What follows belongs to an exercise in optimizing a design on an open flow for small area; a production flow would make more cautious choices.
Function was not checked in any run shown here: the RTL went through the layout flow alone.
Power figures rest on the tool's default switching activity, not on a simulated workload.

==> flow/design.v <==
package layer_pkg;
   typedef logic signed [16-1:0] data_t;
   typedef logic [$clog2(8)-1:0] vec_addr_t;
   typedef logic [$clog2(16)-1:0] out_idx_t;
endpackage
package layer_coef_pkg;
   localparam int WEIGHT_ENTRIES = 4 * 8 * (16 / 4);
   localparam int BIAS_ENTRIES   = 4 * (16 / 4);
   localparam logic [WEIGHT_ENTRIES*16-1:0] weight_table = {
      {
         -16'sd38,  16'sd33,  16'sd109, 16'sd24,  -16'sd3,   -16'sd45,  -16'sd19,  16'sd48,
         16'sd103,  16'sd18,  16'sd82,  -16'sd28, 16'sd101,  -16'sd64,  -16'sd108, 16'sd3,
         -16'sd18,  16'sd107, 16'sd2,   -16'sd45, -16'sd85,  16'sd22,   16'sd86,   16'sd32,
         -16'sd1,   -16'sd105, 16'sd81, 16'sd42,  16'sd45,   16'sd39,   -16'sd54,  16'sd63
      },
      {
         16'sd29,   -16'sd75, -16'sd24, 16'sd89,  -16'sd12,  -16'sd72,  16'sd114,  -16'sd15,
         -16'sd11,  -16'sd4,  -16'sd36, 16'sd105, 16'sd53,   -16'sd50,  -16'sd37,  16'sd72,
         -16'sd110, -16'sd77, 16'sd9,   16'sd71,  16'sd1,    16'sd100,  16'sd15,   -16'sd72,
         16'sd90,   16'sd84,  16'sd7,   -16'sd36, 16'sd56,   -16'sd106, 16'sd20,   16'sd22
      },
      {
         -16'sd109, -16'sd24, 16'sd30,  16'sd68,  -16'sd123, -16'sd41,  16'sd119,  16'sd31,
         16'sd54,   16'sd121, 16'sd12,  16'sd60,  -16'sd48,  16'sd3,    -16'sd37,  16'sd78,
         16'sd93,   -16'sd101, 16'sd116, -16'sd83, 16'sd31,  -16'sd49,  16'sd124,  16'sd29,
         -16'sd78,  16'sd8,   16'sd67,  16'sd81,  16'sd87,   16'sd63,   -16'sd18,  -16'sd105
      },
      {
         -16'sd2,   -16'sd5,  16'sd22,  -16'sd23, 16'sd96,   -16'sd58,  16'sd36,   -16'sd70,
         16'sd126,  16'sd113, -16'sd73, 16'sd94,  -16'sd73,  16'sd92,   -16'sd104, -16'sd98,
         -16'sd64,  -16'sd77, -16'sd4,  -16'sd9,  -16'sd113, 16'sd20,   16'sd21,   -16'sd3,
         16'sd115,  16'sd106, 16'sd14,  -16'sd126, -16'sd1,  -16'sd93,  16'sd0,    16'sd126
      }
   };
   localparam logic [BIAS_ENTRIES*16-1:0] bias_table = {
      {-16'sd70, 16'sd120, 16'sd71,  -16'sd60},
      {-16'sd47, 16'sd115, -16'sd83, 16'sd67},
      {16'sd41,  16'sd38,  -16'sd81, -16'sd106},
      {16'sd103, 16'sd83,  16'sd0,   -16'sd10}
   };
endpackage
module layer_sequencer (
   input  logic                 clk,
   input  logic                 reset,
   input  logic                 s_valid,
   input  logic                 m_ready,
   output logic                 s_ready,
   output logic                 m_valid,
   output logic                 vec_wr_en,    
   output layer_pkg::vec_addr_t pos,          
   output logic                 run,          
   output logic                 en,           
   output layer_pkg::out_idx_t  out_idx,      
   output logic [5:0]           entry_next,   
   output logic                 x_bypass      
);
   layer_pkg::vec_addr_t load_cnt;    
   logic vec_pending;    
   logic done;           
   logic fire;
   logic can_start;
   logic start;
   logic last_start;     
   logic gap;            
   assign m_valid = done;
   assign fire    = done & m_ready;
   assign can_start  = (pos[1:0] == 2'd0) && (pos[2] != out_idx[0]) && !run && (!done || fire);
   assign start      = can_start && (out_idx != '0 || vec_pending || vec_wr_en);
   assign last_start = can_start && out_idx == 4'd15;
   assign en         = start | run;
   assign s_ready   = (pos == load_cnt) && (load_cnt != '0 || !vec_pending || last_start);
   assign vec_wr_en = s_ready & s_valid;
   assign gap       = (pos == load_cnt) && (load_cnt != '0) && !s_valid;
   layer_pkg::vec_addr_t load_cnt_d;
   assign load_cnt_d = reset ? '0 : load_cnt + vec_wr_en;
   layer_pkg::vec_addr_t pos_d;
   layer_pkg::out_idx_t  out_idx_d;
   logic                 finish;         
   assign finish     = run && pos[1:0] == 2'd3 && !(gap && out_idx == '0);
   assign pos_d      = reset ? '0 : pos + 1'b1;
   assign out_idx_d  = reset ? '0 : out_idx + finish;
   assign entry_next = {out_idx_d, pos_d[1:0]};
   always_ff @(posedge clk) begin
      pos      <= pos_d;
      out_idx  <= out_idx_d;
      load_cnt <= load_cnt_d;
      x_bypass <= (pos_d == load_cnt_d) && out_idx_d == '0;
   end
   always_ff @(posedge clk) begin
      if (reset) begin
         vec_pending <= 1'b0;
         run         <= 1'b0;
         done        <= 1'b0;
      end else begin
         if (vec_wr_en && load_cnt == 3'd7)
            vec_pending <= 1'b1;
         else if (start && out_idx == 4'd15)
            vec_pending <= 1'b0;
         if (start)
            run <= 1'b1;
         else if (run && (pos[1:0] == 2'd3 || (gap && out_idx == '0)))
            run <= 1'b0;
         if (finish)
            done <= 1'b1;
         else if (fire)
            done <= 1'b0;
      end
   end
endmodule
module mac_lane (
   input  logic                 clk,
   input  logic                 run,        
   input  logic                 en,         
   input  layer_pkg::out_idx_t  out_idx,
   input  layer_pkg::vec_addr_t pos,
   input  logic [5:0]           entry_next,    
   input  layer_pkg::data_t     x_a,
   input  layer_pkg::data_t     x_b,
   output layer_pkg::data_t     acc,
   output logic [16-1:0] acc_cy    
);
   localparam int ENTRIES = 16 * 4;
   localparam int BW = 16;    
   function automatic logic [15:0] negsum(input logic [7:0] w);
      logic [8:0] wx;
      wx     = {w, 1'b0};
      negsum = '0;
      for (int k = 0; k < 4; k++)
         if (wx[2*k+2] && !(wx[2*k+1] && wx[2*k]))
            negsum = negsum + (16'd1 << (2 * k));
   endfunction
   function automatic logic [15:0] row_negsum(input int j);
      int e;
      row_negsum = '0;
      for (int c = 0; c < 8; c++) begin
         e = (j % 4) * 8 * (16 / 4) + (j / 4) * 8 + c;
         row_negsum = row_negsum
                      + negsum(layer_coef_pkg::weight_table[(layer_coef_pkg::WEIGHT_ENTRIES - 1 - e) * 16 +: 8]);
      end
   endfunction
   logic [4*ENTRIES-1:0] a_one, a_two, a_neg, b_one, b_two, b_neg;
   logic [16*BW-1:0] b_rom;
   logic [ENTRIES*8-1:0]        wa_rom, wb_rom;
   genvar i;
   generate
      for (i = 0; i < ENTRIES; i++) begin : g_w
         localparam int J  = i / 4;
         localparam int CA = (1 - J % 2) * 4 + i % 4;
         localparam int CB = (J % 2) * 4 + i % 4;
         localparam int EA = (J % 4) * 8 * (16 / 4)
                             + (J / 4) * 8 + CA;
         localparam int EB = (J % 4) * 8 * (16 / 4)
                             + (J / 4) * 8 + CB;
         localparam logic [8:0] WA = {layer_coef_pkg::weight_table[(layer_coef_pkg::WEIGHT_ENTRIES - 1 - EA) * 16 +: 8], 1'b0};
         localparam logic [8:0] WB = {layer_coef_pkg::weight_table[(layer_coef_pkg::WEIGHT_ENTRIES - 1 - EB) * 16 +: 8], 1'b0};
         assign wa_rom[i*8 +: 8] = WA[8:1];
         assign wb_rom[i*8 +: 8] = WB[8:1];
         for (genvar k = 0; k < 4; k++) begin : g_k
            assign a_one[k*ENTRIES + i] = WA[2*k+1] ^ WA[2*k];
            assign a_two[k*ENTRIES + i] = (WA[2*k+2] & ~WA[2*k+1] & ~WA[2*k]) | (~WA[2*k+2] & WA[2*k+1] & WA[2*k]);
            assign a_neg[k*ENTRIES + i] = WA[2*k+2] & ~(WA[2*k+1] & WA[2*k]);
            assign b_one[k*ENTRIES + i] = WB[2*k+1] ^ WB[2*k];
            assign b_two[k*ENTRIES + i] = (WB[2*k+2] & ~WB[2*k+1] & ~WB[2*k]) | (~WB[2*k+2] & WB[2*k+1] & WB[2*k]);
            assign b_neg[k*ENTRIES + i] = WB[2*k+2] & ~(WB[2*k+1] & WB[2*k]);
         end
      end
      for (i = 0; i < 16; i++) begin : g_b
         localparam int E = (i % 4) * (16 / 4) + i / 4;
         localparam logic [7:0] B8 =
            layer_coef_pkg::bias_table[(layer_coef_pkg::BIAS_ENTRIES - 1 - E) * 16 +: 8];
         assign b_rom[i*16 +: 16] = {{8{B8[7]}}, B8} + row_negsum(i);
      end
   endgenerate
   logic [5:0]  entry;
   logic [15:0] bias;
   logic [15:0] addend;
   logic [3:0]  neg_a, one_a, two_a, neg_b, one_b, two_b;
   assign entry  = {out_idx, pos[1:0]};
   assign bias   = b_rom[out_idx*16 +: 16];
   assign addend = run ? acc : bias;
   logic [7:0] wa_q, wb_q;
   always_ff @(posedge clk) begin
      wa_q <= wa_rom[entry_next*8 +: 8];
      wb_q <= wb_rom[entry_next*8 +: 8];
   end
   logic [8:0] wxa, wxb;
   assign wxa = {wa_q, 1'b0};
   assign wxb = {wb_q, 1'b0};
   generate
      for (i = 0; i < 4; i++) begin : g_digit
         assign one_a[i] = wxa[2*i+1] ^ wxa[2*i];
         assign two_a[i] = (wxa[2*i+2] & ~wxa[2*i+1] & ~wxa[2*i]) | (~wxa[2*i+2] & wxa[2*i+1] & wxa[2*i]);
         assign neg_a[i] = wxa[2*i+2] & ~(wxa[2*i+1] & wxa[2*i]);
         assign one_b[i] = wxb[2*i+1] ^ wxb[2*i];
         assign two_b[i] = (wxb[2*i+2] & ~wxb[2*i+1] & ~wxb[2*i]) | (~wxb[2*i+2] & wxb[2*i+1] & wxb[2*i]);
         assign neg_b[i] = wxb[2*i+2] & ~(wxb[2*i+1] & wxb[2*i]);
      end
   endgenerate
   logic [15:0] pp_a0;
   assign pp_a0[0] = ((one_a[0] & x_a[0])) ^ neg_a[0];
   assign pp_a0[1] = ((one_a[0] & x_a[1]) | (two_a[0] & x_a[0])) ^ neg_a[0];
   assign pp_a0[2] = ((one_a[0] & x_a[2]) | (two_a[0] & x_a[1])) ^ neg_a[0];
   assign pp_a0[3] = ((one_a[0] & x_a[3]) | (two_a[0] & x_a[2])) ^ neg_a[0];
   assign pp_a0[4] = ((one_a[0] & x_a[4]) | (two_a[0] & x_a[3])) ^ neg_a[0];
   assign pp_a0[5] = ((one_a[0] & x_a[5]) | (two_a[0] & x_a[4])) ^ neg_a[0];
   assign pp_a0[6] = ((one_a[0] & x_a[6]) | (two_a[0] & x_a[5])) ^ neg_a[0];
   assign pp_a0[7] = ((one_a[0] & x_a[7]) | (two_a[0] & x_a[6])) ^ neg_a[0];
   assign pp_a0[8] = ((one_a[0] & x_a[8]) | (two_a[0] & x_a[7])) ^ neg_a[0];
   assign pp_a0[9] = ((one_a[0] & x_a[9]) | (two_a[0] & x_a[8])) ^ neg_a[0];
   assign pp_a0[10] = ((one_a[0] & x_a[10]) | (two_a[0] & x_a[9])) ^ neg_a[0];
   assign pp_a0[11] = ((one_a[0] & x_a[11]) | (two_a[0] & x_a[10])) ^ neg_a[0];
   assign pp_a0[12] = ((one_a[0] & x_a[12]) | (two_a[0] & x_a[11])) ^ neg_a[0];
   assign pp_a0[13] = ((one_a[0] & x_a[13]) | (two_a[0] & x_a[12])) ^ neg_a[0];
   assign pp_a0[14] = ((one_a[0] & x_a[14]) | (two_a[0] & x_a[13])) ^ neg_a[0];
   assign pp_a0[15] = ((one_a[0] & x_a[15]) | (two_a[0] & x_a[14])) ^ neg_a[0];
   logic [15:2] pp_a1;
   assign pp_a1[2] = ((one_a[1] & x_a[0])) ^ neg_a[1];
   assign pp_a1[3] = ((one_a[1] & x_a[1]) | (two_a[1] & x_a[0])) ^ neg_a[1];
   assign pp_a1[4] = ((one_a[1] & x_a[2]) | (two_a[1] & x_a[1])) ^ neg_a[1];
   assign pp_a1[5] = ((one_a[1] & x_a[3]) | (two_a[1] & x_a[2])) ^ neg_a[1];
   assign pp_a1[6] = ((one_a[1] & x_a[4]) | (two_a[1] & x_a[3])) ^ neg_a[1];
   assign pp_a1[7] = ((one_a[1] & x_a[5]) | (two_a[1] & x_a[4])) ^ neg_a[1];
   assign pp_a1[8] = ((one_a[1] & x_a[6]) | (two_a[1] & x_a[5])) ^ neg_a[1];
   assign pp_a1[9] = ((one_a[1] & x_a[7]) | (two_a[1] & x_a[6])) ^ neg_a[1];
   assign pp_a1[10] = ((one_a[1] & x_a[8]) | (two_a[1] & x_a[7])) ^ neg_a[1];
   assign pp_a1[11] = ((one_a[1] & x_a[9]) | (two_a[1] & x_a[8])) ^ neg_a[1];
   assign pp_a1[12] = ((one_a[1] & x_a[10]) | (two_a[1] & x_a[9])) ^ neg_a[1];
   assign pp_a1[13] = ((one_a[1] & x_a[11]) | (two_a[1] & x_a[10])) ^ neg_a[1];
   assign pp_a1[14] = ((one_a[1] & x_a[12]) | (two_a[1] & x_a[11])) ^ neg_a[1];
   assign pp_a1[15] = ((one_a[1] & x_a[13]) | (two_a[1] & x_a[12])) ^ neg_a[1];
   logic [15:4] pp_a2;
   assign pp_a2[4] = ((one_a[2] & x_a[0])) ^ neg_a[2];
   assign pp_a2[5] = ((one_a[2] & x_a[1]) | (two_a[2] & x_a[0])) ^ neg_a[2];
   assign pp_a2[6] = ((one_a[2] & x_a[2]) | (two_a[2] & x_a[1])) ^ neg_a[2];
   assign pp_a2[7] = ((one_a[2] & x_a[3]) | (two_a[2] & x_a[2])) ^ neg_a[2];
   assign pp_a2[8] = ((one_a[2] & x_a[4]) | (two_a[2] & x_a[3])) ^ neg_a[2];
   assign pp_a2[9] = ((one_a[2] & x_a[5]) | (two_a[2] & x_a[4])) ^ neg_a[2];
   assign pp_a2[10] = ((one_a[2] & x_a[6]) | (two_a[2] & x_a[5])) ^ neg_a[2];
   assign pp_a2[11] = ((one_a[2] & x_a[7]) | (two_a[2] & x_a[6])) ^ neg_a[2];
   assign pp_a2[12] = ((one_a[2] & x_a[8]) | (two_a[2] & x_a[7])) ^ neg_a[2];
   assign pp_a2[13] = ((one_a[2] & x_a[9]) | (two_a[2] & x_a[8])) ^ neg_a[2];
   assign pp_a2[14] = ((one_a[2] & x_a[10]) | (two_a[2] & x_a[9])) ^ neg_a[2];
   assign pp_a2[15] = ((one_a[2] & x_a[11]) | (two_a[2] & x_a[10])) ^ neg_a[2];
   logic [15:6] pp_a3;
   assign pp_a3[6] = ((one_a[3] & x_a[0])) ^ neg_a[3];
   assign pp_a3[7] = ((one_a[3] & x_a[1]) | (two_a[3] & x_a[0])) ^ neg_a[3];
   assign pp_a3[8] = ((one_a[3] & x_a[2]) | (two_a[3] & x_a[1])) ^ neg_a[3];
   assign pp_a3[9] = ((one_a[3] & x_a[3]) | (two_a[3] & x_a[2])) ^ neg_a[3];
   assign pp_a3[10] = ((one_a[3] & x_a[4]) | (two_a[3] & x_a[3])) ^ neg_a[3];
   assign pp_a3[11] = ((one_a[3] & x_a[5]) | (two_a[3] & x_a[4])) ^ neg_a[3];
   assign pp_a3[12] = ((one_a[3] & x_a[6]) | (two_a[3] & x_a[5])) ^ neg_a[3];
   assign pp_a3[13] = ((one_a[3] & x_a[7]) | (two_a[3] & x_a[6])) ^ neg_a[3];
   assign pp_a3[14] = ((one_a[3] & x_a[8]) | (two_a[3] & x_a[7])) ^ neg_a[3];
   assign pp_a3[15] = ((one_a[3] & x_a[9]) | (two_a[3] & x_a[8])) ^ neg_a[3];
   logic [15:0] pp_b0;
   assign pp_b0[0] = ((one_b[0] & x_b[0])) ^ neg_b[0];
   assign pp_b0[1] = ((one_b[0] & x_b[1]) | (two_b[0] & x_b[0])) ^ neg_b[0];
   assign pp_b0[2] = ((one_b[0] & x_b[2]) | (two_b[0] & x_b[1])) ^ neg_b[0];
   assign pp_b0[3] = ((one_b[0] & x_b[3]) | (two_b[0] & x_b[2])) ^ neg_b[0];
   assign pp_b0[4] = ((one_b[0] & x_b[4]) | (two_b[0] & x_b[3])) ^ neg_b[0];
   assign pp_b0[5] = ((one_b[0] & x_b[5]) | (two_b[0] & x_b[4])) ^ neg_b[0];
   assign pp_b0[6] = ((one_b[0] & x_b[6]) | (two_b[0] & x_b[5])) ^ neg_b[0];
   assign pp_b0[7] = ((one_b[0] & x_b[7]) | (two_b[0] & x_b[6])) ^ neg_b[0];
   assign pp_b0[8] = ((one_b[0] & x_b[8]) | (two_b[0] & x_b[7])) ^ neg_b[0];
   assign pp_b0[9] = ((one_b[0] & x_b[9]) | (two_b[0] & x_b[8])) ^ neg_b[0];
   assign pp_b0[10] = ((one_b[0] & x_b[10]) | (two_b[0] & x_b[9])) ^ neg_b[0];
   assign pp_b0[11] = ((one_b[0] & x_b[11]) | (two_b[0] & x_b[10])) ^ neg_b[0];
   assign pp_b0[12] = ((one_b[0] & x_b[12]) | (two_b[0] & x_b[11])) ^ neg_b[0];
   assign pp_b0[13] = ((one_b[0] & x_b[13]) | (two_b[0] & x_b[12])) ^ neg_b[0];
   assign pp_b0[14] = ((one_b[0] & x_b[14]) | (two_b[0] & x_b[13])) ^ neg_b[0];
   assign pp_b0[15] = ((one_b[0] & x_b[15]) | (two_b[0] & x_b[14])) ^ neg_b[0];
   logic [15:2] pp_b1;
   assign pp_b1[2] = ((one_b[1] & x_b[0])) ^ neg_b[1];
   assign pp_b1[3] = ((one_b[1] & x_b[1]) | (two_b[1] & x_b[0])) ^ neg_b[1];
   assign pp_b1[4] = ((one_b[1] & x_b[2]) | (two_b[1] & x_b[1])) ^ neg_b[1];
   assign pp_b1[5] = ((one_b[1] & x_b[3]) | (two_b[1] & x_b[2])) ^ neg_b[1];
   assign pp_b1[6] = ((one_b[1] & x_b[4]) | (two_b[1] & x_b[3])) ^ neg_b[1];
   assign pp_b1[7] = ((one_b[1] & x_b[5]) | (two_b[1] & x_b[4])) ^ neg_b[1];
   assign pp_b1[8] = ((one_b[1] & x_b[6]) | (two_b[1] & x_b[5])) ^ neg_b[1];
   assign pp_b1[9] = ((one_b[1] & x_b[7]) | (two_b[1] & x_b[6])) ^ neg_b[1];
   assign pp_b1[10] = ((one_b[1] & x_b[8]) | (two_b[1] & x_b[7])) ^ neg_b[1];
   assign pp_b1[11] = ((one_b[1] & x_b[9]) | (two_b[1] & x_b[8])) ^ neg_b[1];
   assign pp_b1[12] = ((one_b[1] & x_b[10]) | (two_b[1] & x_b[9])) ^ neg_b[1];
   assign pp_b1[13] = ((one_b[1] & x_b[11]) | (two_b[1] & x_b[10])) ^ neg_b[1];
   assign pp_b1[14] = ((one_b[1] & x_b[12]) | (two_b[1] & x_b[11])) ^ neg_b[1];
   assign pp_b1[15] = ((one_b[1] & x_b[13]) | (two_b[1] & x_b[12])) ^ neg_b[1];
   logic [15:4] pp_b2;
   assign pp_b2[4] = ((one_b[2] & x_b[0])) ^ neg_b[2];
   assign pp_b2[5] = ((one_b[2] & x_b[1]) | (two_b[2] & x_b[0])) ^ neg_b[2];
   assign pp_b2[6] = ((one_b[2] & x_b[2]) | (two_b[2] & x_b[1])) ^ neg_b[2];
   assign pp_b2[7] = ((one_b[2] & x_b[3]) | (two_b[2] & x_b[2])) ^ neg_b[2];
   assign pp_b2[8] = ((one_b[2] & x_b[4]) | (two_b[2] & x_b[3])) ^ neg_b[2];
   assign pp_b2[9] = ((one_b[2] & x_b[5]) | (two_b[2] & x_b[4])) ^ neg_b[2];
   assign pp_b2[10] = ((one_b[2] & x_b[6]) | (two_b[2] & x_b[5])) ^ neg_b[2];
   assign pp_b2[11] = ((one_b[2] & x_b[7]) | (two_b[2] & x_b[6])) ^ neg_b[2];
   assign pp_b2[12] = ((one_b[2] & x_b[8]) | (two_b[2] & x_b[7])) ^ neg_b[2];
   assign pp_b2[13] = ((one_b[2] & x_b[9]) | (two_b[2] & x_b[8])) ^ neg_b[2];
   assign pp_b2[14] = ((one_b[2] & x_b[10]) | (two_b[2] & x_b[9])) ^ neg_b[2];
   assign pp_b2[15] = ((one_b[2] & x_b[11]) | (two_b[2] & x_b[10])) ^ neg_b[2];
   logic [15:6] pp_b3;
   assign pp_b3[6] = ((one_b[3] & x_b[0])) ^ neg_b[3];
   assign pp_b3[7] = ((one_b[3] & x_b[1]) | (two_b[3] & x_b[0])) ^ neg_b[3];
   assign pp_b3[8] = ((one_b[3] & x_b[2]) | (two_b[3] & x_b[1])) ^ neg_b[3];
   assign pp_b3[9] = ((one_b[3] & x_b[3]) | (two_b[3] & x_b[2])) ^ neg_b[3];
   assign pp_b3[10] = ((one_b[3] & x_b[4]) | (two_b[3] & x_b[3])) ^ neg_b[3];
   assign pp_b3[11] = ((one_b[3] & x_b[5]) | (two_b[3] & x_b[4])) ^ neg_b[3];
   assign pp_b3[12] = ((one_b[3] & x_b[6]) | (two_b[3] & x_b[5])) ^ neg_b[3];
   assign pp_b3[13] = ((one_b[3] & x_b[7]) | (two_b[3] & x_b[6])) ^ neg_b[3];
   assign pp_b3[14] = ((one_b[3] & x_b[8]) | (two_b[3] & x_b[7])) ^ neg_b[3];
   assign pp_b3[15] = ((one_b[3] & x_b[9]) | (two_b[3] & x_b[8])) ^ neg_b[3];
   logic s1, c2, s3, c4, s5, c6, s7, c8, s9, c10, s11, c12, s13, c14, s15, c16;
   logic s17, c18, s19, c20, s21, c22, s23, c24, s25, c26, s27, c28, s29, c30, s31, c32;
   logic s33, c34, s35, c36, s37, c38, s39, c40, s41, c42, s43, c44, s45, c46, s47, c48;
   logic s49, c50, s51, c52, s53, c54, s55, c56, s57, s58, s59, s60, c61, s62, c63, s64;
   logic c65, s66, c67, s68, c69, s70, c71, s72, c73, s74, c75, s76, c77, s78, c79, s80;
   logic c81, s82, c83, s84, c85, s86, c87, s88, c89, s90, c91, s92, c93, s94, c95, s96;
   logic c97, s98, c99, s100, c101, s102, c103, s104, c105, s106, c107, s108, s109, s110, c111, s112;
   logic c113, s114, c115, s116, c117, s118, c119, s120, c121, s122, c123, s124, c125, s126, c127, s128;
   logic c129, s130, c131, s132, c133, s134, c135, s136, s137, c138, s139, c140, s141, c142, s143, c144;
   logic s145, c146, s147, c148, s149, c150, s151, c152, s153, c154, s155, c156, s157, c158, s159, c160;
   logic s161, c162, s163, c164, s165, c166, s167;
   assign s1 = addend[4] ^ pp_b0[4];
   assign c2 = addend[4] & pp_b0[4];
   assign s3 = addend[5] ^ pp_b0[5] ^ pp_b1[5];
   assign c4 = (addend[5] & pp_b0[5]) | (addend[5] & pp_b1[5]) | (pp_b0[5] & pp_b1[5]);
   assign s5 = addend[6] ^ pp_b0[6] ^ pp_b1[6];
   assign c6 = (addend[6] & pp_b0[6]) | (addend[6] & pp_b1[6]) | (pp_b0[6] & pp_b1[6]);
   assign s7 = pp_b2[6] ^ pp_b3[6] ^ pp_a0[6];
   assign c8 = (pp_b2[6] & pp_b3[6]) | (pp_b2[6] & pp_a0[6]) | (pp_b3[6] & pp_a0[6]);
   assign s9 = addend[7] ^ pp_b0[7] ^ pp_b1[7];
   assign c10 = (addend[7] & pp_b0[7]) | (addend[7] & pp_b1[7]) | (pp_b0[7] & pp_b1[7]);
   assign s11 = pp_b2[7] ^ pp_b3[7] ^ pp_a0[7];
   assign c12 = (pp_b2[7] & pp_b3[7]) | (pp_b2[7] & pp_a0[7]) | (pp_b3[7] & pp_a0[7]);
   assign s13 = pp_a1[7] ^ pp_a2[7];
   assign c14 = pp_a1[7] & pp_a2[7];
   assign s15 = addend[8] ^ pp_b0[8] ^ pp_b1[8];
   assign c16 = (addend[8] & pp_b0[8]) | (addend[8] & pp_b1[8]) | (pp_b0[8] & pp_b1[8]);
   assign s17 = pp_b2[8] ^ pp_b3[8] ^ pp_a0[8];
   assign c18 = (pp_b2[8] & pp_b3[8]) | (pp_b2[8] & pp_a0[8]) | (pp_b3[8] & pp_a0[8]);
   assign s19 = pp_a1[8] ^ pp_a2[8] ^ pp_a3[8];
   assign c20 = (pp_a1[8] & pp_a2[8]) | (pp_a1[8] & pp_a3[8]) | (pp_a2[8] & pp_a3[8]);
   assign s21 = addend[9] ^ pp_b0[9] ^ pp_b1[9];
   assign c22 = (addend[9] & pp_b0[9]) | (addend[9] & pp_b1[9]) | (pp_b0[9] & pp_b1[9]);
   assign s23 = pp_b2[9] ^ pp_b3[9] ^ pp_a0[9];
   assign c24 = (pp_b2[9] & pp_b3[9]) | (pp_b2[9] & pp_a0[9]) | (pp_b3[9] & pp_a0[9]);
   assign s25 = pp_a1[9] ^ pp_a2[9] ^ pp_a3[9];
   assign c26 = (pp_a1[9] & pp_a2[9]) | (pp_a1[9] & pp_a3[9]) | (pp_a2[9] & pp_a3[9]);
   assign s27 = addend[10] ^ pp_b0[10] ^ pp_b1[10];
   assign c28 = (addend[10] & pp_b0[10]) | (addend[10] & pp_b1[10]) | (pp_b0[10] & pp_b1[10]);
   assign s29 = pp_b2[10] ^ pp_b3[10] ^ pp_a0[10];
   assign c30 = (pp_b2[10] & pp_b3[10]) | (pp_b2[10] & pp_a0[10]) | (pp_b3[10] & pp_a0[10]);
   assign s31 = pp_a1[10] ^ pp_a2[10] ^ pp_a3[10];
   assign c32 = (pp_a1[10] & pp_a2[10]) | (pp_a1[10] & pp_a3[10]) | (pp_a2[10] & pp_a3[10]);
   assign s33 = addend[11] ^ pp_b0[11] ^ pp_b1[11];
   assign c34 = (addend[11] & pp_b0[11]) | (addend[11] & pp_b1[11]) | (pp_b0[11] & pp_b1[11]);
   assign s35 = pp_b2[11] ^ pp_b3[11] ^ pp_a0[11];
   assign c36 = (pp_b2[11] & pp_b3[11]) | (pp_b2[11] & pp_a0[11]) | (pp_b3[11] & pp_a0[11]);
   assign s37 = pp_a1[11] ^ pp_a2[11] ^ pp_a3[11];
   assign c38 = (pp_a1[11] & pp_a2[11]) | (pp_a1[11] & pp_a3[11]) | (pp_a2[11] & pp_a3[11]);
   assign s39 = addend[12] ^ pp_b0[12] ^ pp_b1[12];
   assign c40 = (addend[12] & pp_b0[12]) | (addend[12] & pp_b1[12]) | (pp_b0[12] & pp_b1[12]);
   assign s41 = pp_b2[12] ^ pp_b3[12] ^ pp_a0[12];
   assign c42 = (pp_b2[12] & pp_b3[12]) | (pp_b2[12] & pp_a0[12]) | (pp_b3[12] & pp_a0[12]);
   assign s43 = pp_a1[12] ^ pp_a2[12] ^ pp_a3[12];
   assign c44 = (pp_a1[12] & pp_a2[12]) | (pp_a1[12] & pp_a3[12]) | (pp_a2[12] & pp_a3[12]);
   assign s45 = addend[13] ^ pp_b0[13] ^ pp_b1[13];
   assign c46 = (addend[13] & pp_b0[13]) | (addend[13] & pp_b1[13]) | (pp_b0[13] & pp_b1[13]);
   assign s47 = pp_b2[13] ^ pp_b3[13] ^ pp_a0[13];
   assign c48 = (pp_b2[13] & pp_b3[13]) | (pp_b2[13] & pp_a0[13]) | (pp_b3[13] & pp_a0[13]);
   assign s49 = pp_a1[13] ^ pp_a2[13] ^ pp_a3[13];
   assign c50 = (pp_a1[13] & pp_a2[13]) | (pp_a1[13] & pp_a3[13]) | (pp_a2[13] & pp_a3[13]);
   assign s51 = addend[14] ^ pp_b0[14] ^ pp_b1[14];
   assign c52 = (addend[14] & pp_b0[14]) | (addend[14] & pp_b1[14]) | (pp_b0[14] & pp_b1[14]);
   assign s53 = pp_b2[14] ^ pp_b3[14] ^ pp_a0[14];
   assign c54 = (pp_b2[14] & pp_b3[14]) | (pp_b2[14] & pp_a0[14]) | (pp_b3[14] & pp_a0[14]);
   assign s55 = pp_a1[14] ^ pp_a2[14] ^ pp_a3[14];
   assign c56 = (pp_a1[14] & pp_a2[14]) | (pp_a1[14] & pp_a3[14]) | (pp_a2[14] & pp_a3[14]);
   assign s57 = addend[15] ^ pp_b0[15] ^ pp_b1[15];
   assign s58 = pp_b2[15] ^ pp_b3[15] ^ pp_a0[15];
   assign s59 = pp_a1[15] ^ pp_a2[15] ^ pp_a3[15];
   assign s60 = addend[2] ^ pp_b0[2];
   assign c61 = addend[2] & pp_b0[2];
   assign s62 = addend[3] ^ pp_b0[3] ^ pp_b1[3];
   assign c63 = (addend[3] & pp_b0[3]) | (addend[3] & pp_b1[3]) | (pp_b0[3] & pp_b1[3]);
   assign s64 = pp_b1[4] ^ pp_b2[4] ^ s1;
   assign c65 = (pp_b1[4] & pp_b2[4]) | (pp_b1[4] & s1) | (pp_b2[4] & s1);
   assign s66 = pp_a0[4] ^ pp_a1[4];
   assign c67 = pp_a0[4] & pp_a1[4];
   assign s68 = pp_b2[5] ^ c2 ^ s3;
   assign c69 = (pp_b2[5] & c2) | (pp_b2[5] & s3) | (c2 & s3);
   assign s70 = pp_a0[5] ^ pp_a1[5] ^ pp_a2[5];
   assign c71 = (pp_a0[5] & pp_a1[5]) | (pp_a0[5] & pp_a2[5]) | (pp_a1[5] & pp_a2[5]);
   assign s72 = c4 ^ s5 ^ pp_a1[6];
   assign c73 = (c4 & s5) | (c4 & pp_a1[6]) | (s5 & pp_a1[6]);
   assign s74 = pp_a2[6] ^ pp_a3[6] ^ s7;
   assign c75 = (pp_a2[6] & pp_a3[6]) | (pp_a2[6] & s7) | (pp_a3[6] & s7);
   assign s76 = c6 ^ s9 ^ pp_a3[7];
   assign c77 = (c6 & s9) | (c6 & pp_a3[7]) | (s9 & pp_a3[7]);
   assign s78 = s13 ^ c8 ^ s11;
   assign c79 = (s13 & c8) | (s13 & s11) | (c8 & s11);
   assign s80 = c10 ^ s15 ^ c14;
   assign c81 = (c10 & s15) | (c10 & c14) | (s15 & c14);
   assign s82 = c12 ^ s17 ^ s19;
   assign c83 = (c12 & s17) | (c12 & s19) | (s17 & s19);
   assign s84 = c16 ^ s21 ^ c18;
   assign c85 = (c16 & s21) | (c16 & c18) | (s21 & c18);
   assign s86 = c20 ^ s23 ^ s25;
   assign c87 = (c20 & s23) | (c20 & s25) | (s23 & s25);
   assign s88 = c22 ^ s27 ^ c24;
   assign c89 = (c22 & s27) | (c22 & c24) | (s27 & c24);
   assign s90 = c26 ^ s29 ^ s31;
   assign c91 = (c26 & s29) | (c26 & s31) | (s29 & s31);
   assign s92 = c28 ^ s33 ^ c30;
   assign c93 = (c28 & s33) | (c28 & c30) | (s33 & c30);
   assign s94 = c32 ^ s35 ^ s37;
   assign c95 = (c32 & s35) | (c32 & s37) | (s35 & s37);
   assign s96 = c34 ^ s39 ^ c36;
   assign c97 = (c34 & s39) | (c34 & c36) | (s39 & c36);
   assign s98 = c38 ^ s41 ^ s43;
   assign c99 = (c38 & s41) | (c38 & s43) | (s41 & s43);
   assign s100 = c40 ^ s45 ^ c42;
   assign c101 = (c40 & s45) | (c40 & c42) | (s45 & c42);
   assign s102 = c44 ^ s47 ^ s49;
   assign c103 = (c44 & s47) | (c44 & s49) | (s47 & s49);
   assign s104 = c46 ^ s51 ^ c48;
   assign c105 = (c46 & s51) | (c46 & c48) | (s51 & c48);
   assign s106 = c50 ^ s53 ^ s55;
   assign c107 = (c50 & s53) | (c50 & s55) | (s53 & s55);
   assign s108 = c52 ^ s57 ^ c54;
   assign s109 = c56 ^ s58 ^ s59;
   assign s110 = pp_b1[2] ^ s60;
   assign c111 = pp_b1[2] & s60;
   assign s112 = c61 ^ s62 ^ pp_a0[3];
   assign c113 = (c61 & s62) | (c61 & pp_a0[3]) | (s62 & pp_a0[3]);
   assign s114 = c63 ^ s64 ^ pp_a2[4];
   assign c115 = (c63 & s64) | (c63 & pp_a2[4]) | (s64 & pp_a2[4]);
   assign s116 = c65 ^ s68 ^ c67;
   assign c117 = (c65 & s68) | (c65 & c67) | (s68 & c67);
   assign s118 = c69 ^ c71 ^ s72;
   assign c119 = (c69 & c71) | (c69 & s72) | (c71 & s72);
   assign s120 = c73 ^ s76 ^ c75;
   assign c121 = (c73 & s76) | (c73 & c75) | (s76 & c75);
   assign s122 = c77 ^ s80 ^ c79;
   assign c123 = (c77 & s80) | (c77 & c79) | (s80 & c79);
   assign s124 = c81 ^ s84 ^ c83;
   assign c125 = (c81 & s84) | (c81 & c83) | (s84 & c83);
   assign s126 = c85 ^ s88 ^ c87;
   assign c127 = (c85 & s88) | (c85 & c87) | (s88 & c87);
   assign s128 = c89 ^ s92 ^ c91;
   assign c129 = (c89 & s92) | (c89 & c91) | (s92 & c91);
   assign s130 = c93 ^ s96 ^ c95;
   assign c131 = (c93 & s96) | (c93 & c95) | (s96 & c95);
   assign s132 = c97 ^ s100 ^ c99;
   assign c133 = (c97 & s100) | (c97 & c99) | (s100 & c99);
   assign s134 = c101 ^ s104 ^ c103;
   assign c135 = (c101 & s104) | (c101 & c103) | (s104 & c103);
   assign s136 = c105 ^ s108 ^ c107;
   assign s137 = addend[0] ^ pp_b0[0];
   assign c138 = addend[0] & pp_b0[0];
   assign s139 = addend[1] ^ pp_b0[1] ^ pp_a0[1];
   assign c140 = (addend[1] & pp_b0[1]) | (addend[1] & pp_a0[1]) | (pp_b0[1] & pp_a0[1]);
   assign s141 = s110 ^ pp_a0[2] ^ pp_a1[2];
   assign c142 = (s110 & pp_a0[2]) | (s110 & pp_a1[2]) | (pp_a0[2] & pp_a1[2]);
   assign s143 = c111 ^ pp_a1[3] ^ s112;
   assign c144 = (c111 & pp_a1[3]) | (c111 & s112) | (pp_a1[3] & s112);
   assign s145 = s66 ^ c113 ^ s114;
   assign c146 = (s66 & c113) | (s66 & s114) | (c113 & s114);
   assign s147 = c115 ^ s70 ^ s116;
   assign c148 = (c115 & s70) | (c115 & s116) | (s70 & s116);
   assign s149 = c117 ^ s74 ^ s118;
   assign c150 = (c117 & s74) | (c117 & s118) | (s74 & s118);
   assign s151 = c119 ^ s78 ^ s120;
   assign c152 = (c119 & s78) | (c119 & s120) | (s78 & s120);
   assign s153 = s82 ^ c121 ^ s122;
   assign c154 = (s82 & c121) | (s82 & s122) | (c121 & s122);
   assign s155 = s86 ^ c123 ^ s124;
   assign c156 = (s86 & c123) | (s86 & s124) | (c123 & s124);
   assign s157 = s90 ^ c125 ^ s126;
   assign c158 = (s90 & c125) | (s90 & s126) | (c125 & s126);
   assign s159 = s94 ^ c127 ^ s128;
   assign c160 = (s94 & c127) | (s94 & s128) | (c127 & s128);
   assign s161 = s98 ^ c129 ^ s130;
   assign c162 = (s98 & c129) | (s98 & s130) | (c129 & s130);
   assign s163 = s102 ^ c131 ^ s132;
   assign c164 = (s102 & c131) | (s102 & s132) | (c131 & s132);
   assign s165 = s106 ^ c133 ^ s134;
   assign c166 = (s106 & c133) | (s106 & s134) | (c133 & s134);
   assign s167 = s109 ^ c135 ^ s136;
   logic [15:0] op_a, op_b;
   assign op_a = {s167, s165, s163, s161, s159, s157, s155, s153, s151, s149, s147, s145, s143, s141, s139, pp_a0[0]};
   assign op_b = {c166, c164, c162, c160, c158, c156, c154, c152, c150, c148, c146, c144, c142, c140, c138, s137};
   logic [15:0] cy;
   logic [15:0] sum;
   logic [15:0] cy_out;
   assign cy[0] = 1'b0;
   assign sum[0] = op_a[0] ^ op_b[0] ^ cy[0];
   assign cy[1] = (op_a[0] & op_b[0]) | (op_a[0] & cy[0]) | (op_b[0] & cy[0]);
   assign sum[1] = op_a[1] ^ op_b[1] ^ cy[1];
   assign cy[2] = (op_a[1] & op_b[1]) | (op_a[1] & cy[1]) | (op_b[1] & cy[1]);
   assign sum[2] = op_a[2] ^ op_b[2] ^ cy[2];
   assign cy[3] = (op_a[2] & op_b[2]) | (op_a[2] & cy[2]) | (op_b[2] & cy[2]);
   assign sum[3] = op_a[3] ^ op_b[3] ^ cy[3];
   assign cy[4] = (op_a[3] & op_b[3]) | (op_a[3] & cy[3]) | (op_b[3] & cy[3]);
   assign sum[4] = op_a[4] ^ op_b[4] ^ cy[4];
   assign cy_out[5] = (op_a[4] & op_b[4]) | (op_a[4] & cy[4]) | (op_b[4] & cy[4]);
   assign cy[5] = run & acc_cy[5];
   assign sum[5] = op_a[5] ^ op_b[5] ^ cy[5];
   assign cy[6] = (op_a[5] & op_b[5]) | (op_a[5] & cy[5]) | (op_b[5] & cy[5]);
   assign sum[6] = op_a[6] ^ op_b[6] ^ cy[6];
   assign cy[7] = (op_a[6] & op_b[6]) | (op_a[6] & cy[6]) | (op_b[6] & cy[6]);
   assign sum[7] = op_a[7] ^ op_b[7] ^ cy[7];
   assign cy[8] = (op_a[7] & op_b[7]) | (op_a[7] & cy[7]) | (op_b[7] & cy[7]);
   assign sum[8] = op_a[8] ^ op_b[8] ^ cy[8];
   assign cy_out[9] = (op_a[8] & op_b[8]) | (op_a[8] & cy[8]) | (op_b[8] & cy[8]);
   assign cy[9] = run & acc_cy[9];
   assign sum[9] = op_a[9] ^ op_b[9] ^ cy[9];
   assign cy[10] = (op_a[9] & op_b[9]) | (op_a[9] & cy[9]) | (op_b[9] & cy[9]);
   assign sum[10] = op_a[10] ^ op_b[10] ^ cy[10];
   assign cy[11] = (op_a[10] & op_b[10]) | (op_a[10] & cy[10]) | (op_b[10] & cy[10]);
   assign sum[11] = op_a[11] ^ op_b[11] ^ cy[11];
   assign cy[12] = (op_a[11] & op_b[11]) | (op_a[11] & cy[11]) | (op_b[11] & cy[11]);
   assign sum[12] = op_a[12] ^ op_b[12] ^ cy[12];
   assign cy_out[13] = (op_a[12] & op_b[12]) | (op_a[12] & cy[12]) | (op_b[12] & cy[12]);
   assign cy[13] = run & acc_cy[13];
   assign sum[13] = op_a[13] ^ op_b[13] ^ cy[13];
   assign cy[14] = (op_a[13] & op_b[13]) | (op_a[13] & cy[13]) | (op_b[13] & cy[13]);
   assign sum[14] = op_a[14] ^ op_b[14] ^ cy[14];
   assign cy[15] = (op_a[14] & op_b[14]) | (op_a[14] & cy[14]) | (op_b[14] & cy[14]);
   assign sum[15] = op_a[15] ^ op_b[15] ^ cy[15];
   assign cy_out[0] = 1'b0;
   assign cy_out[1] = 1'b0;
   assign cy_out[2] = 1'b0;
   assign cy_out[3] = 1'b0;
   assign cy_out[4] = 1'b0;
   assign cy_out[6] = 1'b0;
   assign cy_out[7] = 1'b0;
   assign cy_out[8] = 1'b0;
   assign cy_out[10] = 1'b0;
   assign cy_out[11] = 1'b0;
   assign cy_out[12] = 1'b0;
   assign cy_out[14] = 1'b0;
   assign cy_out[15] = 1'b0;
   logic [15:0] cy_q;    
   always_ff @(posedge clk)
      if (en) begin
         acc  <= sum;
         cy_q <= cy_out & 16'h2220;
      end
   assign acc_cy = cy_q & 16'h2220;
endmodule
module mac_array (
   input  logic                 clk,
   input  logic                 vec_wr_en,
   input  logic                 x_bypass,
   input  layer_pkg::data_t     data_in,
   input  layer_pkg::vec_addr_t pos,
   input  logic                 run,
   input  logic                 en,
   input  layer_pkg::out_idx_t  out_idx,
   input  logic [5:0]           entry_next,
   output layer_pkg::data_t     acc,
   output logic [16-1:0] acc_cy
);
   layer_pkg::data_t ring [0:8-1];
   always_ff @(posedge clk) begin
      for (int k = 0; k < 8 - 1; k++)
         ring[k] <= ring[k+1];
      ring[8-1] <= vec_wr_en ? data_in : ring[0];
   end
   mac_lane u_lane (
      .clk     (clk),
      .run     (run),
      .en      (en),
      .out_idx (out_idx),
      .pos     (pos),
      .entry_next (entry_next),
      .x_a     (x_bypass ? data_in : ring[0]),    
      .x_b     (ring[8/2]),           
      .acc     (acc),
      .acc_cy  (acc_cy)
   );
endmodule
module result_buffer (
   input  layer_pkg::data_t acc,
   input  logic [16-1:0] acc_cy,
   output layer_pkg::data_t data_out
);
   layer_pkg::data_t result;
   assign result   = acc + acc_cy;
   assign data_out = result[16-1] ? '0 : result;
endmodule
module layer_top (
   input  logic             clk,
   input  logic             reset,
   input  logic             s_valid,
   input  logic             m_ready,
   input  layer_pkg::data_t data_in,
   output logic             s_ready,
   output logic             m_valid,
   output layer_pkg::data_t data_out
);
   logic                 vec_wr_en;
   logic                 x_bypass;
   layer_pkg::vec_addr_t pos;
   logic                 run, en;
   layer_pkg::out_idx_t  out_idx;
   logic [5:0]           entry_next;
   layer_pkg::data_t     acc;
   logic [16-1:0] acc_cy;
   layer_sequencer u_sequencer (
      .clk       (clk),
      .reset     (reset),
      .s_valid   (s_valid),
      .m_ready   (m_ready),
      .s_ready   (s_ready),
      .m_valid   (m_valid),
      .vec_wr_en (vec_wr_en),
      .pos       (pos),
      .run       (run),
      .en        (en),
      .out_idx   (out_idx),
      .entry_next(entry_next),
      .x_bypass  (x_bypass)
   );
   mac_array u_mac_array (
      .clk       (clk),
      .vec_wr_en (vec_wr_en),
      .x_bypass  (x_bypass),
      .data_in   (data_in),
      .pos       (pos),
      .run       (run),
      .en        (en),
      .out_idx   (out_idx),
      .entry_next(entry_next),
      .acc       (acc),
      .acc_cy    (acc_cy)
   );
   result_buffer u_result_buffer (
      .acc      (acc),
      .acc_cy   (acc_cy),
      .data_out (data_out)
   );
endmodule
==> flow/flow/run.sh <==
#!/bin/bash
# The standard synthesis, then its combinational logic mapped again by
# ABC with an area-oriented script (flow/abc_resyn.script): the standard
# synthesis's registers and adder cells stay exactly as they are, with their
# names. Then the standard layout of that netlist, with extra ORFS make
# variables from flow/make_vars (one per line).
# Logs: flow_synth.log and flow_make.log (make's output), flow_resyn.log
# (Yosys); each ORFS step also keeps its own log under orfs/logs.
set -euo pipefail
args=()
while IFS= read -r line; do
   [[ -z "$line" || "$line" == \#* ]] && continue
   args+=("$line")
done < flow/make_vars

bash standard.sh "${args[@]}" synth > flow_synth.log 2>&1

RES=orfs/results/$FLOW_PLATFORM/layer_top/base
LIB=$FLOW_HOME/platforms/$FLOW_PLATFORM/lib/sky130_fd_sc_hd__tt_025C_1v80.lib
YOSYS=$FLOW_HOME/../tools/install/yosys/bin/yosys
DONT_USE=$(grep -o 'sky130_fd_sc_hd__[a-z0-9_]*' $FLOW_HOME/platforms/$FLOW_PLATFORM/config.mk | sort -u | sed 's/^/-dont_use /' | tr '\n' ' ')
cp $RES/1_2_yosys.v 1_2_yosys_standard.v
cat > resyn.ys <<EOT
read_liberty -ignore_miss_func $LIB
read_verilog 1_2_yosys_standard.v
hierarchy -top $FLOW_TOP
blackbox sky130_fd_sc_hd__dfxtp_1 sky130_fd_sc_hd__edfxtp_1 sky130_fd_sc_hd__fa_1 sky130_fd_sc_hd__ha_1 sky130_fd_sc_hd__conb_1
tee -o resyn_stat_before.txt stat -liberty $LIB
flatten
opt -purge
abc -script $PWD/flow/abc_resyn.script -liberty $LIB $DONT_USE -constr $PWD/orfs/objects/$FLOW_PLATFORM/layer_top/base/abc.constr
splitnets
opt_clean -purge
hilomap -singleton -hicell sky130_fd_sc_hd__conb_1 HI -locell sky130_fd_sc_hd__conb_1 LO
insbuf -buf sky130_fd_sc_hd__buf_4 A X
tee -o resyn_stat_after.txt stat -liberty $LIB
write_verilog -noattr -nohex -nodec 1_2_yosys_resyn.v
EOT
$YOSYS -s resyn.ys > flow_resyn.log 2>&1
# The new netlist must be fully mapped and hold the same registers
cat > resyn_check.ys <<EOT
read_liberty -lib $LIB
read_verilog 1_2_yosys_resyn.v
hierarchy -check -top $FLOW_TOP
check -assert -mapped
EOT
$YOSYS -s resyn_check.ys > flow_resyn_check.log 2>&1
regs() { grep -oE 'sky130_fd_sc_hd__e?dfxtp_[0-9]+ +\\?[^ ]+' "$1" | sort; }
if ! diff <(regs 1_2_yosys_standard.v) <(regs 1_2_yosys_resyn.v) > flow_resyn_regs.diff; then
   echo "registers differ from the standard synthesis" >&2
   exit 1
fi
cp 1_2_yosys_resyn.v $RES/1_2_yosys.v
rm -f $RES/1_synth.odb
bash standard.sh "${args[@]}" finish > flow_make.log 2>&1
==> flow/flow/abc_resyn.script <==
strash
dch -f
amap
topo
stime -c
==> flow/flow/make_vars <==
BUFFER_PORTS_ARGS=-buffer_cell sky130_fd_sc_hd__buf_1
GPL_KEEP_OVERFLOW=0
PLACE_DENSITY=0.8
CTS_ARGS=-sink_clustering_enable -repair_clock_nets -buf_list sky130_fd_sc_hd__clkbuf_8 -dont_use_dummy_load
==> flow/standard.sh <==
#!/bin/bash
# synth_recipe.tcl (not shown) runs the flow's synth.tcl, then flattens the netlist and writes it again
# the make line also repeats each setting of config.mk as NAME=value (left out here)
make -C /OpenROAD-flow-scripts/flow DESIGN_CONFIG=/design/flow/config.mk WORK_HOME=/design/flow/orfs CLKGATE_MAP_FILE= SYNTH_SCRIPT=/design/flow/synth_recipe.tcl "${@:-finish}"
==> flow/config.mk <==
export PLATFORM = sky130hd
export DESIGN_NAME = layer_top
export DESIGN_NICKNAME = layer_top
export VERILOG_FILES = /design/flow/design.v
export SDC_FILE = /design/flow/constraint.sdc
export NUM_CORES = 4
export LEC_CHECK = 0
export CAP_MARGIN = 20
export CORE_MARGIN = 2
export CORE_UTILIZATION = 40
export SLEW_MARGIN = 20
==> flow/constraint.sdc <==
create_clock -name core_clock -period 7.0 [get_ports {clk}]
set_input_delay 1.4000 -clock core_clock [delete_from_list [all_inputs] [get_ports {clk}]]
set_output_delay 1.4000 -clock core_clock [all_outputs]
set_load 0.01 [all_outputs]
==> results of run 1 <==
what timing repair did:
item	4_1_cts	5_1_grt
hold endpoints to repair	0	0
setup buffers	0	0
setup endpoints to repair	1	7
gates resized for setup	2	11
cloned	0	0
worst min path at each step:
stage,from,endpoint,slack [ps],cells after the start
3_5_place_dp,u_mac_array.ring[3][9],u_mac_array.ring[2][9],310,0
5_1_grt,u_mac_array.ring[2][13],u_mac_array.ring[1][13],300,0
6_report,u_mac_array.ring[2][13],u_mac_array.ring[1][13],290,0
3_3_place_gp,u_mac_array.ring[2][15],u_mac_array.ring[1][15],310,0
2_1_floorplan,u_mac_array.ring[1][0],u_mac_array.ring[0][0],310,0
4_1_cts,u_mac_array.ring[7][15],u_mac_array.ring[6][15],300,0
worst max-delay path: cells and delay by family, from the launching register on:
| kind | cells | cell delay (ps) |
|---|---|---|
| AO/OA/AOI/OAI | 8 | 1890 |
| adder cells (fa/ha/maj) | 6 | 2430 |
| buffers and inverters | 5 | 870 |
| XOR/XNOR | 1 | 190 |
| flip-flops | 1 | 820 |
| AND/OR/NAND/NOR | 3 | 190 |
state kept, by name, summed over array words and instances, names as in the netlist:
signal                   count
u_mac_array.ring           128
u_mac_array.u_lane.acc      16
u_mac_array.u_lane.cy_q      3
u_mac_array.u_lane.wa_q      8
u_mac_array.u_lane.wb_q      8
u_sequencer.done             1
u_sequencer.load_cnt         3
u_sequencer.out_idx          4
u_sequencer.pos              3
u_sequencer.run              1
u_sequencer.vec_pending      1
u_sequencer.x_bypass         1
cell usage in the layout (no fill, tap or decap), types with 7 or more instances in the layout:
cell      instances
edfxtp_1         19
clkinv_1        193
nor2_1          158
a21oi_1          54
o21ai_0         109
nor2b_1          11
ha_1             41
fa_1             88
nand2_1         111
o22a_1           27
buf_1            36
a221oi_1          9
o22ai_1         105
nor4_1            8
a211oi_1         14
a22oi_1          17
o221ai_1          7
nor3_1           28
a31oi_1          10
nand3_1           7
dfxtp_1         157
o32ai_1           8
clkbuf_8         17
final cells by class:
| cell class | count | area, um^2 | share of cell area |
|---|---|---|---|
| multi-input cells | 879 | 6380 | 0.545 |
| well taps | 341 | 427 | 0.0365 |
| flip-flops and latches | 177 | 3730 | 0.320 |
| clock buffers | 17 | 234 | 0.0200 |
| repair buffers | 38 | 165 | 0.0141 |
| inverters | 197 | 752 | 0.0643 |
power by group:
part | switching, W | internal [W]
combinational | 0.00270 | 0.00190
clock | 0.000302 | 0.000215
sequential | 0.000171 | 0.00169
total | 0.00317 | 0.00381
routing by layer:
metal	vias up	global-route usage	part of all wire
li1	4538	-	-
met1	4596	0.342	0.44
met2	607	0.328	0.41
met3	81	0.0510	0.11
met4	0	0.0716	0.028
met5	-	0	0
metrics by stage:
stage	cells	instance area, um^2	hold slack (ps)	setup TNS (ps)	utilization
after global placement	1630	11300	310	-2970	0.424
after floorplan	1254	10800	310	0	-
after global routing	1649	11700	299	-193	0.437
final	1649	11700	290	0	0.437
after detailed placement	1632	11400	312	-262	0.426
after CTS	1649	11600	299	0	0.435
==> notes.md, run 1 <==
status finished clean; critical path type reg -> reg; pre-CTS WS -252 ps; total vias in the final route just under 10,000; die width 168 um; area grow syn2layout 8.38%; maximum VDD drop 0.395 mV; 1st-iter DRT viols around 1,400; worst setup path end u_mac_array.u_lane.acc[15]; Synth Cell Area ~11,000 um^2; period utilization 0.952; Die Area around 28,000 um^2; hold_buf cts 0; Setup crit start u_sequencer.x_bypass; clock skew slightly above 50 ps; first-pass detailed-route iteration total 8; global-route wire length before repair ~51 mm; fin crit period approximately 6700 ps; CTS Buffer Depth 2; Mapped Avg Cell Area 8.60 um^2; largest net degree at the start of global routing 28; critical path arrival 6850 ps; FP Rows 60; remaining antenna violation count after routing 0; GR Overflow Total 0; leakage between 4 and 5 nW; Syn Inst Count approximately 1,300; Worst R2R Path Depth 23; final antenna diode count 0; critical-path cell list clkinvlp_4 -> o22ai_1 -> o22ai_1 -> o21ai_0 -> fa_1 -> clkinv_1 -> fa_1 -> clkinv_1 -> fa_1 -> clkinv_1 -> fa_1 -> clkinv_1 -> fa_1 -> fa_1 -> a21oi_1 -> nor2_1 -> a21oi_1 -> nor2_1 -> a21oi_1 -> nor2_1 -> a21oi_1 -> xor2_1 -> o21ai_0; worst-path maximum fanout 17; Vias/cell approximately 6; Skew-Pair Late Insertion Delay 470 ps; crit end category flip-flop; vias in the first global route about 9,000; Crit-path slowest cell dfxtp_1; DRC Markers 0; H-tree depth 4; GRT Total Usage 0.229; dpl hpwl approximately 25 mm; Placer Congestion roughly 1; Worst Max-Slew Pin Slew 1140 ps; total wire length 32.0 mm; Worst EP required slightly above 7000 ps; Die Y approximately 170 um; Initial Util 0.404; max_cap viols 0; initial antenna violation count 1; R2R Setup Slk between 300 and 400 ps; RSZ-0062 raised after global routing true; IO Pins 38; total power about 0.0070 W; Final Hold Viols 0; CP peak stage delay 820 ps; fmax about 0.15 GHz; Final Setup Violations 0; Slew HR 0.241; PnR worst setup slack around 340 ps; PortBufs 36; Core Area 26,700 um^2; fillcell total 2,623; FF-to-FF Start u_sequencer.x_bypass; Slew Viols, Final 0; Avg WL per Cell between 15 and 20 um; CTS clk-pin slew, worst paths 110 ps; total CTS buffers 17; worst reg2reg path endpoint u_mac_array.u_lane.acc[15]; root buf cell clkbuf_8; CTS tree done; Ys Warns 5; critical path launch point type flip-flop; clk sinks 177; fraction of layout cells with a size suffix above 1 0.0275; most frequent CP cell fa_1; power density over the cells ~600 nW/um^2; Hold Crit Class reg -> reg; synthesized net count between 1,000 and 1,500; Final Net Count ~1,500
==> run 2: changes to the inputs <==
==> flow/flow/abc_resyn.script (replaced) <==
strash
dch -f
amap
strash
dch -f
amap
topo
stime -c
==> notes.md, run 2 <==
status finished clean; Initial Util 0.404 (+0.000936); final antenna diode count 0 (unchanged); postcts setup bufs 0 (unchanged); Avg WL per Cell 19.3 um (-0.68%); clk sinks 177 (unchanged); fmax 0.151 GHz (+0.74%); fraction of layout cells with a size suffix above 1 0.0254 (-0.00215); WHS Path Cells 0 (unchanged); Ys Warns 5 (unchanged); final std cells w/o fill 1,681 (+1.9%); FP Rows 60 (unchanged); die width 168 um (+0.11%); Hold Crit Class reg -> reg; total vias in the final route 9,923 (+1.0%); Skew-Pair Late Insertion Delay 470 ps (about the same); WHS Endpoint u_mac_array.ring[1][10]; Reg with most FFs u_mac_array.ring; max_cap viols 0 (unchanged); Slew HR 0.272 (+0.0310); CTS tree done; Global Route met1 Usage 0.294 (-0.0482); RSZ-0062 raised after global routing false; R2R Setup Slk 390 ps (+50 ps); CTS Buffer Depth 2 (unchanged); DRC Markers 0 (unchanged); GRT Total Usage 0.232 (+0.00252); Syn Inst Count 1,284 (+2.4%); 1st-iter DRT viols 1,363 (-4.4%); Placer Congestion 0.979 (-2.3%); dpl hpwl 25.2 mm (+2.2%); initial antenna violation count 0 (-1); GR Overflow Total 0 (unchanged); Slew Viols, Final 0 (unchanged); vias in the first global route 9,446 (+4.6%); root buf cell clkbuf_8; Die Y 168 um (+0.11%); H-tree depth 4 (unchanged); dpl cells 1,663 (+1.9%); total CTS buffers 17 (unchanged); first-pass detailed-route iteration total 8 (unchanged); gr busiest metal met2; most frequent cells in the layout clkinv_1, nor2_1, dfxtp_1; critical path launch point type flip-flop; Mapped Avg Cell Area 8.42 um^2 (-2.1%); maximum VDD drop 0.367 mV (-6.9%); max reg flops 128 (unchanged); area grow syn2layout 8.18%; synthesized net count 1,433 (+2.1%); CTS clk-pin slew, worst paths 100 ps (about the same); clock skew 33.5 ps (-17.3 ps); Worst R2R Path Depth 23 (unchanged); fin crit period 6610 ps (-49.2 ps); Synth Cell Area 10,800 um^2 (+0.23%); critical path type reg -> reg; global-route wire length before repair 51.3 mm (+0.98%); leakage 4.17 nW (-0.60%); Final Net Count 1,491 (+2.2%); total wire length 32.4 mm (+1.3%); largest net degree at the start of global routing 28 (unchanged); Die Area 28,400 um^2 (+0.23%); critical path arrival 6800 ps (-50 ps); period utilization 0.945 (-0.00703); GR Util met3 0.0371 (-0.0139); GRT met2 Usage 0.391 (+0.0633); PortBufs 36 (unchanged); worst-path maximum fanout 13 (-4); Core Area 26,700 um^2 (unchanged); worst reg2reg path endpoint u_mac_array.u_lane.acc[15]; power density over the cells 614 nW/um^2 (+2.9%); Worst EP required 7180 ps (about the same); setup tns final 0 ps (unchanged); Final Setup Violations 0 (unchanged); most common cell after layout, fill and taps aside clkinv_1; Worst Max-Slew Pin Slew 1090 ps (-46.5 ps); FF-to-FF Start u_mac_array.u_lane.wa_q[1]; Largest regs u_mac_array.ring: 128 flops, u_mac_array.u_lane.acc: 16 flops; Hold Crit Start u_mac_array.ring[2][10]; Vias/cell 5.90 (-0.89%); remaining antenna violation count after routing 0 (unchanged); IO Pins 38 (unchanged); Final Hold Viols 0 (unchanged); crit end category flip-flop
## run 2: repair_timing
action / 4_1_cts / 5_1_grt
setup endpoints to repair: 1 / 5
hold buffers: 0 / 0
cloned: 0 / 1
pin swaps: 0 / 0
gates resized for setup: 1 / 6
## run 2: per-stage QoR
step,hold slack (ps),utilization,instance area (um^2),power (W),setup WS (ps)
after floorplan,310,-,10800,0.00516,853
after global placement,310,0.425,11400,0.00647,-648
after detailed placement,312,0.428,11400,0.00664,-40.4
after CTS,308,0.436,11700,0.00724,89.1
after global routing,305,0.438,11700,0.00804,60.8
final,303,0.438,11700,0.00719,386
## run 2: critical path, cell delays in order (launching register included)
cell      delay, ps
dfxtp_1         690
clkinv_1        550
nor2_1          550
clkinv_1        380
o22ai_1         390
fa_1            500
fa_1            400
clkinv_1         60
fa_1            160
clkinv_1         80
fa_1            510
clkinv_1         80
fa_1            440
fa_1            380
a21oi_1         190
nor2_1           70
a21oi_1         160
nand2_1          70
o21ai_0         110
nor2_1           80
a21oi_1         170
nor2_1           70
a21oi_1         150
o21ai_0          90
## run 2: worst max path at each step
stage	from	depth (start not counted)	endpoint
floorplan	data_in[10]	25	u_mac_array.u_lane.acc[15]
global placement	s_valid	13	u_mac_array.u_lane.wb_q[7]
detailed placement	u_mac_array.u_lane.wb_q[1]	23	u_mac_array.u_lane.acc[15]
CTS	u_mac_array.u_lane.wb_q[1]	23	u_mac_array.u_lane.acc[15]
global route	u_mac_array.u_lane.wa_q[1]	23	u_mac_array.u_lane.acc[15]
finish	u_mac_array.u_lane.wa_q[1]	23	u_mac_array.u_lane.acc[15]
## run 2: layout make-up
cell class	instances	area (um^2)
clock buffers	17	234
repair buffers	39	185
repair inverters	1	5.00
inverters	225	853
flip-flops and latches	177	3740
well taps	341	427
fillers	2673	15000
multi-input cells	881	6250
## run 2: power breakdown
group / switching (W) / internal, W
registers: 0.000154 / 0.00167
logic: 0.00287 / 0.00196
clock network: 0.000308 / 0.000214
total: 0.00334 / 0.00385
## run 2: metal layers
layer,part of all wire,wire length (um)
met1,0.41,13200
met2,0.47,15100
met3,0.082,2650
met4,0.046,1480
met5,0,0
==> run 3: changes to the inputs <==
==> flow/flow/abc_resyn.script (replaced) <==
strash
dch -f
amap
topo
stime -c
==> flow/flow/make_vars (replaced) <==
BUFFER_PORTS_ARGS=-buffer_cell sky130_fd_sc_hd__buf_1
GPL_KEEP_OVERFLOW=0
PLACE_DENSITY=0.85
CTS_ARGS=-sink_clustering_enable -repair_clock_nets -buf_list sky130_fd_sc_hd__clkbuf_8 -dont_use_dummy_load
==> notes.md, run 3 <==
GRT Total Usage 0.228 (-0.00369); 1st-iter DRT viols 1,732 (+27%); GR Overflow Total 0 (unchanged); hold slack 297 ps (-6.12 ps); CTS Buffer Depth 2 (unchanged); critical path launch point type flip-flop; most frequent CP cell clkinv_1; power density over the cells 616 nW/um^2 (+0.22%); Final Net Count 1,457 (-2.3%); Initial Util 0.404 (-0.000936); fmax 0.149 GHz (-1.7%); leakage 4.18 nW (+0.20%); maximum VDD drop 0.495 mV (+35%); DRC Markers 0 (unchanged); root buf cell clkbuf_8; critical path arrival 7030 ps (+230 ps); PortBufs 36 (unchanged); H-tree depth 4 (unchanged); Crit-path slowest cell ha_1; fin crit period 6730 ps (+113 ps); remaining antenna violation count after routing 0 (unchanged); largest net degree at the start of global routing 28 (unchanged); Skew-Pair Late Insertion Delay 470 ps (about the same); final std cells w/o fill 1,647 (-2.0%); Placer Congestion 1.04 (+5.8%); initial antenna violation count 1 (+1); dpl hpwl 24.6 mm (-2.5%); global-route wire length before repair 50.6 mm (-1.2%); Reg with most FFs u_mac_array.ring; Core Area 26,700 um^2 (unchanged); most frequent cells in the layout clkinv_1, nor2_1, dfxtp_1; worst-path maximum fanout 23 (+10); Hold Crit Class reg -> reg; total vias in the final route 9,816 (-1.1%); final antenna diode count 0 (unchanged); setup tns final 0 ps (unchanged); RSZ-0062 raised after global routing false; first-pass detailed-route iteration total 8 (unchanged); CP peak stage delay 880 ps (+190 ps); Syn Inst Count 1,254 (-2.3%); Slew Viols, Final 0 (unchanged); fraction of layout cells with a size suffix above 1 0.0268 (+0.00143); Die Y 168 um (-0.11%); CTS tree done; Avg WL per Cell 19.4 um (+0.55%); Final Hold Viols 0 (unchanged); Largest regs u_mac_array.ring: 128 flops, u_mac_array.u_lane.acc: 16 flops; crit end category flip-flop; max reg flops 128 (unchanged); synthesized net count 1,403 (-2.1%); most common cell after layout, fill and taps aside clkinv_1; period utilization 0.961 (+0.0161); Vias/cell 5.96 (+0.96%); die width 168 um (-0.11%); Ys Warns 5 (unchanged); total CTS buffers 17 (unchanged); CTS clk-pin slew, worst paths 100 ps (about the same); area grow syn2layout 8.06%; clock skew 45.2 ps (+11.6 ps); Slew HR 0.237 (-0.0355); Mapped Avg Cell Area 8.60 um^2 (+2.2%); dpl cells 1,630 (-2.0%); critical-path cell list clkinv_1 -> a22oi_1 -> or3_1 -> o41ai_1 -> nor2_1 -> ha_1 -> ha_1 -> clkinv_1 -> nor2_2 -> clkinv_1 -> nor2_1 -> a21oi_1 -> nand2_1 -> nor3_1 -> o21ai_0; total wire length 32.0 mm (-1.5%); FP Rows 60 (unchanged); status finished clean; Worst EP required 7300 ps (+120 ps); postcts setup bufs 0 (unchanged); Worst Max-Slew Pin Slew 1150 ps (+53.2 ps); vias in the first global route 9,182 (-2.8%); Synth Cell Area 10,800 um^2 (-0.23%); critical path type reg -> reg; clk sinks 177 (unchanged); IO Pins 38 (unchanged); Die Area 28,300 um^2 (-0.23%); Final Setup Violations 0 (unchanged); max_cap viols 0 (unchanged)
-- run 3: final timing paths --
kind / startpoint / endpoint / slack, ps / cells after the start
hold / removal: u_mac_array.ring[7][2] / u_mac_array.ring[6][2] / 300 / 0
setup reg to reg: u_sequencer.pos[0] / u_mac_array.u_lane.wa_q[5] / 270 / 15
setup / recovery: u_sequencer.pos[0] / u_mac_array.u_lane.wa_q[5] / 270 / 15
hold reg to reg: u_mac_array.ring[7][2] / u_mac_array.ring[6][2] / 300 / 0
-- run 3: through the flow --
| step | power (W) | utilization | worst slack, ps | area (um^2) |
|---|---|---|---|---|
| 6_report | 0.00718 | 0.436 | 273 | 11700 |
| 3_5_place_dp | 0.00661 | 0.425 | -342 | 11300 |
| 3_3_place_gp | 0.00612 | 0.424 | -251 | 11300 |
| 5_1_grt | 0.00795 | 0.436 | 4.78 | 11700 |
| 4_1_cts | 0.00714 | 0.434 | 36.0 | 11600 |
| 2_1_floorplan | 0.00526 | - | 652 | 10800 |
-- run 3: power by group --
part           internal (W)  switching, W  leakage, nW
clock              0.000215      0.000307        0.122
sequential          0.00169      0.000174         1.50
combinational       0.00195       0.00284         2.56
-- run 3: what timing repair did --
action                     CTS  global route
cloned                       0             0
resized for setup            3            12
setup endpoints to repair    1             7
hold buffers                 0             0
-- run 3: area by class of cell --
| type | instances | area (um^2) |
|---|---|---|
| Timing Repair Buffer | 36 | 135 |
| Sequential cell | 177 | 3740 |
| Multi-Input combinational cell | 879 | 6370 |
| Inverter | 197 | 752 |
| Tap cell | 341 | 427 |
| Clock buffer | 17 | 234 |
| Fill cell | 2596 | 15100 |
-- run 3: layer usage --
layer / vias to the layer above / global-route usage / part of all wire
li1: 4532 / - / -
met1: 4543 / 0.321 / 0.42
met2: 613 / 0.339 / 0.42
met3: 128 / 0.0646 / 0.12
met4: 0 / 0.0735 / 0.033
met5: - / 0 / 0
-- run 3: worst max-delay path: cells and delay by family (launching register included) --
family | cells | cell delay, ps
DFF | 1 | 510
AOI/OAI and AO/OA | 4 | 1070
and+or+nand+nor | 6 | 2090
buffers and inverters | 3 | 1780
adders and majority gates | 2 | 1110

## afterwards: timing with drivers on the ports
The flow's constraints put no driver on any port. The routed layouts listed below were extracted and timed again, unchanged, in two steps.
Step 1, drivers: a clkbuf_16 drives clk and a buf_2 each remaining input, both assumed.
Step 2 moves the port delays by t, midway between the first and last clock arrival at a register: inputs arrive t later, outputs are due t later. That takes back most of the time a late clock gives input paths.
Three values: no drivers, after step 1, after step 2; two values: the first two.
run | t (ns) | setup slack, ns | worst hold slack (ns) | worst setup path after step 2 | clock arrival spread, ns
run 1 | 0.488 | 0.337 / 0.337 / 0.072 | 0.290 / 0.290 / 0.290 | input to register | 0.051 / 0.051
run 2 | 0.486 | 0.386 / 0.386 / 0.089 | 0.303 / 0.303 / 0.303 | input to register | 0.039 / 0.039
run 3 | 0.482 | 0.273 / 0.273 / 0.079 | 0.297 / 0.297 / 0.297 | input to register | 0.045 / 0.045
After both steps setup and hold are still met in every run listed. For run 2, which loses most, drivers alone change the setup slack by 0.000 ns; drivers and shift together by -0.297 ns.
